Context: an optimization exercise on an open-source flow, tuned for small area, a short achievable clock period and few clock cycles. The choices shown serve that exercise and are no tape-out recipe.
Where RTL was checked, it was by simulation tests only, not by an equivalence proof against the original.

==> inputs of v2 <==
// udp_send_top
module udp_send_top #(
    parameter logic [15:0] SRC_PORT  = 16'h1234,
    parameter logic [7:0]  IP_TTL    = 8'h40,
    parameter int          BUF_WORDS = 128
) (
    input  logic        clk,
    input  logic        reset,
    input  logic [31:0] local_IP_in,
    input  logic [47:0] local_MAC_in,
    input  logic [31:0] remote_ip_addr_in,
    input  logic [47:0] remote_mac_addr_in,
    input  logic        arp_reply_in,
    output logic        arp_reply_ack_out,
    input  logic        udp_from_app_valid,
    input  logic [31:0] udp_from_app_data,
    input  logic [3:0]  udp_from_app_keep,
    input  logic        udp_from_app_last,
    output logic        udp_to_app_ready,
    input  logic [31:0] dest_ip_addr,
    input  logic [15:0] dest_port,
    input  logic [15:0] data_from_app_length,
    input  logic [7:0]  tcp_ctrl_type,
    output logic [7:0]  axis_tdata_out,
    output logic        axis_tvalid_out,
    output logic        axis_tlast_out,
    input  logic        axis_tready_in
);
    localparam int R   = 128;       
    localparam int QR  = 8;         
    localparam int NRT = R / QR;    
    localparam int QW  = 32;        
    localparam int NWT = R / QW;    
    localparam int EQ  = 4;         
    localparam logic [18:0] CSUM0 = 19'h4500 + 19'd28 + 19'h4000 + 19'({IP_TTL, 8'h11});
    logic        ack_q, arp_valid_q;
    logic [31:0] arp_ip_q;
    logic [47:0] arp_mac_q;
    logic        arp_take, arp_hit;
    assign arp_take = arp_reply_in && !ack_q;
    assign arp_hit  = arp_valid_q && (arp_ip_q == dest_ip_addr);
    always_ff @(posedge clk or posedge reset) begin
        if (reset) begin
            ack_q       <= 1'b0;
            arp_valid_q <= 1'b0;
        end else begin
            ack_q <= arp_take;
            if (arp_take) arp_valid_q <= 1'b1;
        end
    end
    always_ff @(posedge clk) begin
        if (arp_take) begin
            arp_ip_q  <= remote_ip_addr_in;
            arp_mac_q <= remote_mac_addr_in;
        end
    end
    logic [31:0] ring [R];
    logic [NWT-1:0] wsel_q;         
  ...
Settings: LEC_CHECK=0, CAP_MARGIN=20, CORE_MARGIN=2, CORE_UTILIZATION=40, SLEW_MARGIN=20; clock period 11.0 ns.
run.sh (not shown) runs the stock make flow with config.mk's settings and CLKGATE_MAP_FILE= SYNTH_SCRIPT=/design/flow/synth_recipe.tcl, a recipe that flattens the netlist after the stock synthesis.
==> inputs of v32, as changes to v2 <==
--- a/flow/design.v
+++ b/flow/design.v
@@ -115,43 +115,46 @@
     end
     logic        active_q;
     logic [9:0]  bc_q;              
     logic [47:0] c_dmac, c_lmac;
     logic [31:0] c_lip, c_dip;
     logic [15:0] c_dport;
-    logic [9:0]  c_L, c_last;
+    logic [9:0]  c_L, a_last;       
+    logic [6:0]  c_nm1;
+    logic        hv_q;              
     logic [7:0]  fleft_q, skip_q;   
     logic [6:0]  rpos_q;            
     logic [15:0] id_q;
     logic [18:0] cacc_q;            
     logic [3:0]  cs_q;
     logic [31:0] q [EQ];
     logic [1:0]  qr_q, qw_q;
     logic [2:0]  qc_q;
     logic        tvalid_q, tlast_q;
     logic [7:0]  tdata_q;
-    logic        adv, in_hdr, have, is_last, take, pop, done, skip_now;
+    logic        adv, in_hdr, have, is_last, take, pop, done, skip_now, start;
     logic [1:0]  bsel;
     logic [7:0]  hb, pb, need;
     logic [31:0] rdata, qword;
     logic [15:0] totlen, udplen, cterm;
     always_comb begin
         adv      = !tvalid_q || axis_tready_in;
         in_hdr   = bc_q < 10'd42;
         have     = active_q && (in_hdr || qc_q != 3'd0);
-        is_last  = bc_q == c_last;
+        is_last  = bc_q == a_last;
         take     = adv && have;
         bsel     = {~bc_q[1], bc_q[0]};
         pop      = take && !in_hdr && (bsel == 2'd3 || is_last);
         done     = take && is_last;
-        load     = nst_q == 2'd2 && (!active_q || done);
+        start    = hv_q && (!active_q || done);
+        load     = nst_q == 2'd2 && !hv_q && (!active_q || !in_hdr || done);
         skip_now = fleft_q == 8'd0 && skip_q != 8'd0;
         skip_amt = skip_now ? skip_q : 8'd0;
         fetch    = active_q && fleft_q != 8'd0 && qc_q != 3'(EQ) && rpos_q % 7'(QR) == 7'd0;
         rdata    = ring[(rpos_q / 7'(QR)) * QR];
-        need     = 8'((11'(n_L) + 11'd3) >> 2);
+        need     = 8'((11'(c_L) + 11'd3) >> 2);
         qword    = q[qr_q];
         pb       = qword[8 * (3 - bsel) +: 8];
         totlen   = 16'(c_L) + 16'd28;
         udplen   = 16'(c_L) + 16'd8;
         case (bc_q[5:0])
             6'd0:  hb = c_dmac[47:40];
@@ -209,31 +212,34 @@
         if (reset) begin
             active_q <= 1'b0;
             bc_q     <= '0;
             fleft_q  <= '0;
             skip_q   <= '0;
             rpos_q   <= 7'(R - 2);
-            id_q     <= '0;
+            id_q     <= '1;
+            hv_q     <= 1'b0;
             cs_q     <= '0;
             qr_q     <= '0;
             qw_q     <= '0;
             qc_q     <= '0;
             tvalid_q <= 1'b0;
         end else begin
-            if (load) begin
+            if (start) begin
                 active_q <= 1'b1;
                 bc_q     <= '0;
             end else if (done) begin
                 active_q <= 1'b0;
             end else if (take) begin
                 bc_q <= bc_q + 10'd1;
             end
-            if (done) id_q <= id_q + 16'd1;
-            if (load) begin
+            if (load) hv_q <= 1'b1;
+            else if (start) hv_q <= 1'b0;
+            if (load) id_q <= id_q + 16'd1;
+            if (start) begin
                 fleft_q <= need;
-                skip_q  <= 8'({1'b0, n_nm1} + 8'd1) - need;
+                skip_q  <= 8'({1'b0, c_nm1} + 8'd1) - need;
             end else begin
                 if (fetch) fleft_q <= fleft_q - 8'd1;
                 if (skip_now) skip_q <= '0;
             end
             rpos_q <= rpos_q + 7'd1 - 7'(fetch) - 7'(skip_amt);
             if (fetch) qw_q <= qw_q + 2'd1;
@@ -249,19 +255,20 @@
             c_dmac  <= n_dmac;
             c_lmac  <= n_lmac;
             c_lip   <= n_lip;
             c_dip   <= n_dip;
             c_dport <= n_dport;
             c_L     <= n_L;
-            c_last  <= n_L + 10'd41;
+            c_nm1   <= n_nm1;
             cacc_q  <= CSUM0;
         end else if (cs_q >= 4'd1 && cs_q <= 4'd6) begin
             cacc_q <= cacc_q + 19'(cterm);
         end else if (cs_q == 4'd7 || cs_q == 4'd8) begin
             cacc_q <= 19'(cacc_q[15:0]) + 19'(cacc_q[18:16]);
         end
+        if (start) a_last <= c_L + 10'd41;
         if (fetch) q[qw_q] <= rdata;
         if (take) begin
             tdata_q <= in_hdr ? hb : pb;
             tlast_q <= is_last;
         end
     end
Settings changed: CORE_UTILIZATION 40 to 60, CTS_BUF_LIST set to sky130_fd_sc_hd__clkbuf_4 sky130_fd_sc_hd__clkbuf_8.
==> inputs of v31, as changes to v2 <==
--- a/flow/design.v
+++ b/flow/design.v
@@ -115,43 +115,46 @@
     end
     logic        active_q;
     logic [9:0]  bc_q;              
     logic [47:0] c_dmac, c_lmac;
     logic [31:0] c_lip, c_dip;
     logic [15:0] c_dport;
-    logic [9:0]  c_L, c_last;
+    logic [9:0]  c_L, a_last;       
+    logic [6:0]  c_nm1;
+    logic        hv_q;              
     logic [7:0]  fleft_q, skip_q;   
     logic [6:0]  rpos_q;            
     logic [15:0] id_q;
     logic [18:0] cacc_q;            
     logic [3:0]  cs_q;
     logic [31:0] q [EQ];
     logic [1:0]  qr_q, qw_q;
     logic [2:0]  qc_q;
     logic        tvalid_q, tlast_q;
     logic [7:0]  tdata_q;
-    logic        adv, in_hdr, have, is_last, take, pop, done, skip_now;
+    logic        adv, in_hdr, have, is_last, take, pop, done, skip_now, start;
     logic [1:0]  bsel;
     logic [7:0]  hb, pb, need;
     logic [31:0] rdata, qword;
     logic [15:0] totlen, udplen, cterm;
     always_comb begin
         adv      = !tvalid_q || axis_tready_in;
         in_hdr   = bc_q < 10'd42;
         have     = active_q && (in_hdr || qc_q != 3'd0);
-        is_last  = bc_q == c_last;
+        is_last  = bc_q == a_last;
         take     = adv && have;
         bsel     = {~bc_q[1], bc_q[0]};
         pop      = take && !in_hdr && (bsel == 2'd3 || is_last);
         done     = take && is_last;
-        load     = nst_q == 2'd2 && (!active_q || done);
+        start    = hv_q && (!active_q || done);
+        load     = nst_q == 2'd2 && !hv_q && (!active_q || !in_hdr || done);
         skip_now = fleft_q == 8'd0 && skip_q != 8'd0;
         skip_amt = skip_now ? skip_q : 8'd0;
         fetch    = active_q && fleft_q != 8'd0 && qc_q != 3'(EQ) && rpos_q % 7'(QR) == 7'd0;
         rdata    = ring[(rpos_q / 7'(QR)) * QR];
-        need     = 8'((11'(n_L) + 11'd3) >> 2);
+        need     = 8'((11'(c_L) + 11'd3) >> 2);
         qword    = q[qr_q];
         pb       = qword[8 * (3 - bsel) +: 8];
         totlen   = 16'(c_L) + 16'd28;
         udplen   = 16'(c_L) + 16'd8;
         case (bc_q[5:0])
             6'd0:  hb = c_dmac[47:40];
@@ -209,31 +212,34 @@
         if (reset) begin
             active_q <= 1'b0;
             bc_q     <= '0;
             fleft_q  <= '0;
             skip_q   <= '0;
             rpos_q   <= 7'(R - 2);
-            id_q     <= '0;
+            id_q     <= '1;
+            hv_q     <= 1'b0;
             cs_q     <= '0;
             qr_q     <= '0;
             qw_q     <= '0;
             qc_q     <= '0;
             tvalid_q <= 1'b0;
         end else begin
-            if (load) begin
+            if (start) begin
                 active_q <= 1'b1;
                 bc_q     <= '0;
             end else if (done) begin
                 active_q <= 1'b0;
             end else if (take) begin
                 bc_q <= bc_q + 10'd1;
             end
-            if (done) id_q <= id_q + 16'd1;
-            if (load) begin
+            if (load) hv_q <= 1'b1;
+            else if (start) hv_q <= 1'b0;
+            if (load) id_q <= id_q + 16'd1;
+            if (start) begin
                 fleft_q <= need;
-                skip_q  <= 8'({1'b0, n_nm1} + 8'd1) - need;
+                skip_q  <= 8'({1'b0, c_nm1} + 8'd1) - need;
             end else begin
                 if (fetch) fleft_q <= fleft_q - 8'd1;
                 if (skip_now) skip_q <= '0;
             end
             rpos_q <= rpos_q + 7'd1 - 7'(fetch) - 7'(skip_amt);
             if (fetch) qw_q <= qw_q + 2'd1;
@@ -249,19 +255,20 @@
             c_dmac  <= n_dmac;
             c_lmac  <= n_lmac;
             c_lip   <= n_lip;
             c_dip   <= n_dip;
             c_dport <= n_dport;
             c_L     <= n_L;
-            c_last  <= n_L + 10'd41;
+            c_nm1   <= n_nm1;
             cacc_q  <= CSUM0;
         end else if (cs_q >= 4'd1 && cs_q <= 4'd6) begin
             cacc_q <= cacc_q + 19'(cterm);
         end else if (cs_q == 4'd7 || cs_q == 4'd8) begin
             cacc_q <= 19'(cacc_q[15:0]) + 19'(cacc_q[18:16]);
         end
+        if (start) a_last <= c_L + 10'd41;
         if (fetch) q[qw_q] <= rdata;
         if (take) begin
             tdata_q <= in_hdr ? hb : pb;
             tlast_q <= is_last;
         end
     end
Settings changed: CTS_BUF_LIST set to sky130_fd_sc_hd__clkbuf_8.
==> results_dict.tcl <==
set metrics [dict create \
    initial_utilization 0.602 \
    status "timing/DRC/antenna clean" \
    n_all_inverters 102 \
    num_vias 54100 \
    start_kind "register" \
    utilization 0.708 \
    post-route-period-util 0.449 \
    place_inst 9688 \
    fin_nets 8129 \
    yosys-top-cells-count "4115 x dfxtp_1, 629 x edfxtp_1, 151 x nor2_1, 144 x nand2_1, 141 x mux2_2" \
    clkCellAreaFrac 0.105 \
    p_leak_nw 54.8 \
    fin_ws_ns 6.06 \
    grt_max_degree 83 \
    synth-simple-area-share 0.0284 \
    swShare 0.254 \
    nClkBuffers 1110 \
    multiInputGateArea_um2 13800 \
    tap_cells 2640 \
]
That was v32.
==> results_dict.tcl <==
set metrics [dict create \
    start_kind "register" \
    p_leak_nw 54.8 \
    yosys-top-cells-count "4115 x dfxtp_1, 629 x edfxtp_1, 151 x nor2_1, 144 x nand2_1, 141 x mux2_2" \
    initial_utilization 0.402 \
    utilization 0.474 \
    status "timing/DRC/antenna clean" \
    multiInputGateArea_um2 13800 \
    clkCellAreaFrac 0.0959 \
    nClkBuffers 826 \
    swShare 0.265 \
    post-route-period-util 0.451 \
    num_vias 54400 \
    grt_max_degree 144 \
    tap_cells 3919 \
    n_all_inverters 102 \
]
That was v31.
==> results_dict.tcl <==
set metrics [dict create \
    start_kind "input port" \
    swShare 0.238 \
    p_leak_nw 54.5 \
    fin_ws_ns 5.88 \
    num_vias 53700 \
    yosys-top-cells-count "4115 x dfxtp_1, 622 x edfxtp_1, 162 x nor2_1, 147 x nand2_1, 144 x nand3_1" \
    status "timing/DRC/antenna clean" \
    post-route-period-util 0.465 \
    initial_utilization 0.403 \
]
That was v2.
Testbench counts of v2, summed over its fixed seeds: cycles 37,268.
The RTL of v32 and v31 was laid out without a check of its function.

==> re-timing with driven ports <==
In the flow no input, the clock included, has a driving cell. The finished layouts below were timed again as built, in two steps. Step 1 assumes that a clkbuf_16 drives the clock port and a buf_2 every other input. Step 2 also shifts input and output timing later by t, the mid clock arrival at the registers, as if the neighbouring blocks saw the same clock. a / b / c = ideal ports / drivers / drivers and shift; a / b = the first two.
run | t, ns | setup slack, ns | hold WS [ns] | worst setup path after step 2 | worst slew at a driven data input, ns
v2 | 1.014 | 5.883 / 5.950 / 4.936 | 0.255 / 0.255 / 0.255 | input to register | 0.20
v32 | 1.124 | 6.064 / 6.064 / 5.059 | 0.282 / 0.282 / 0.282 | input to register | 0.14
v31 | 1.073 | 6.043 / 6.043 / 5.088 | 0.283 / 0.283 / 0.283 | input to register | 0.22
After both steps every run listed still meets setup and hold. The setup slack of v32, which loses most, moves by 0.000 ns with the drivers and by -1.005 ns with both steps.
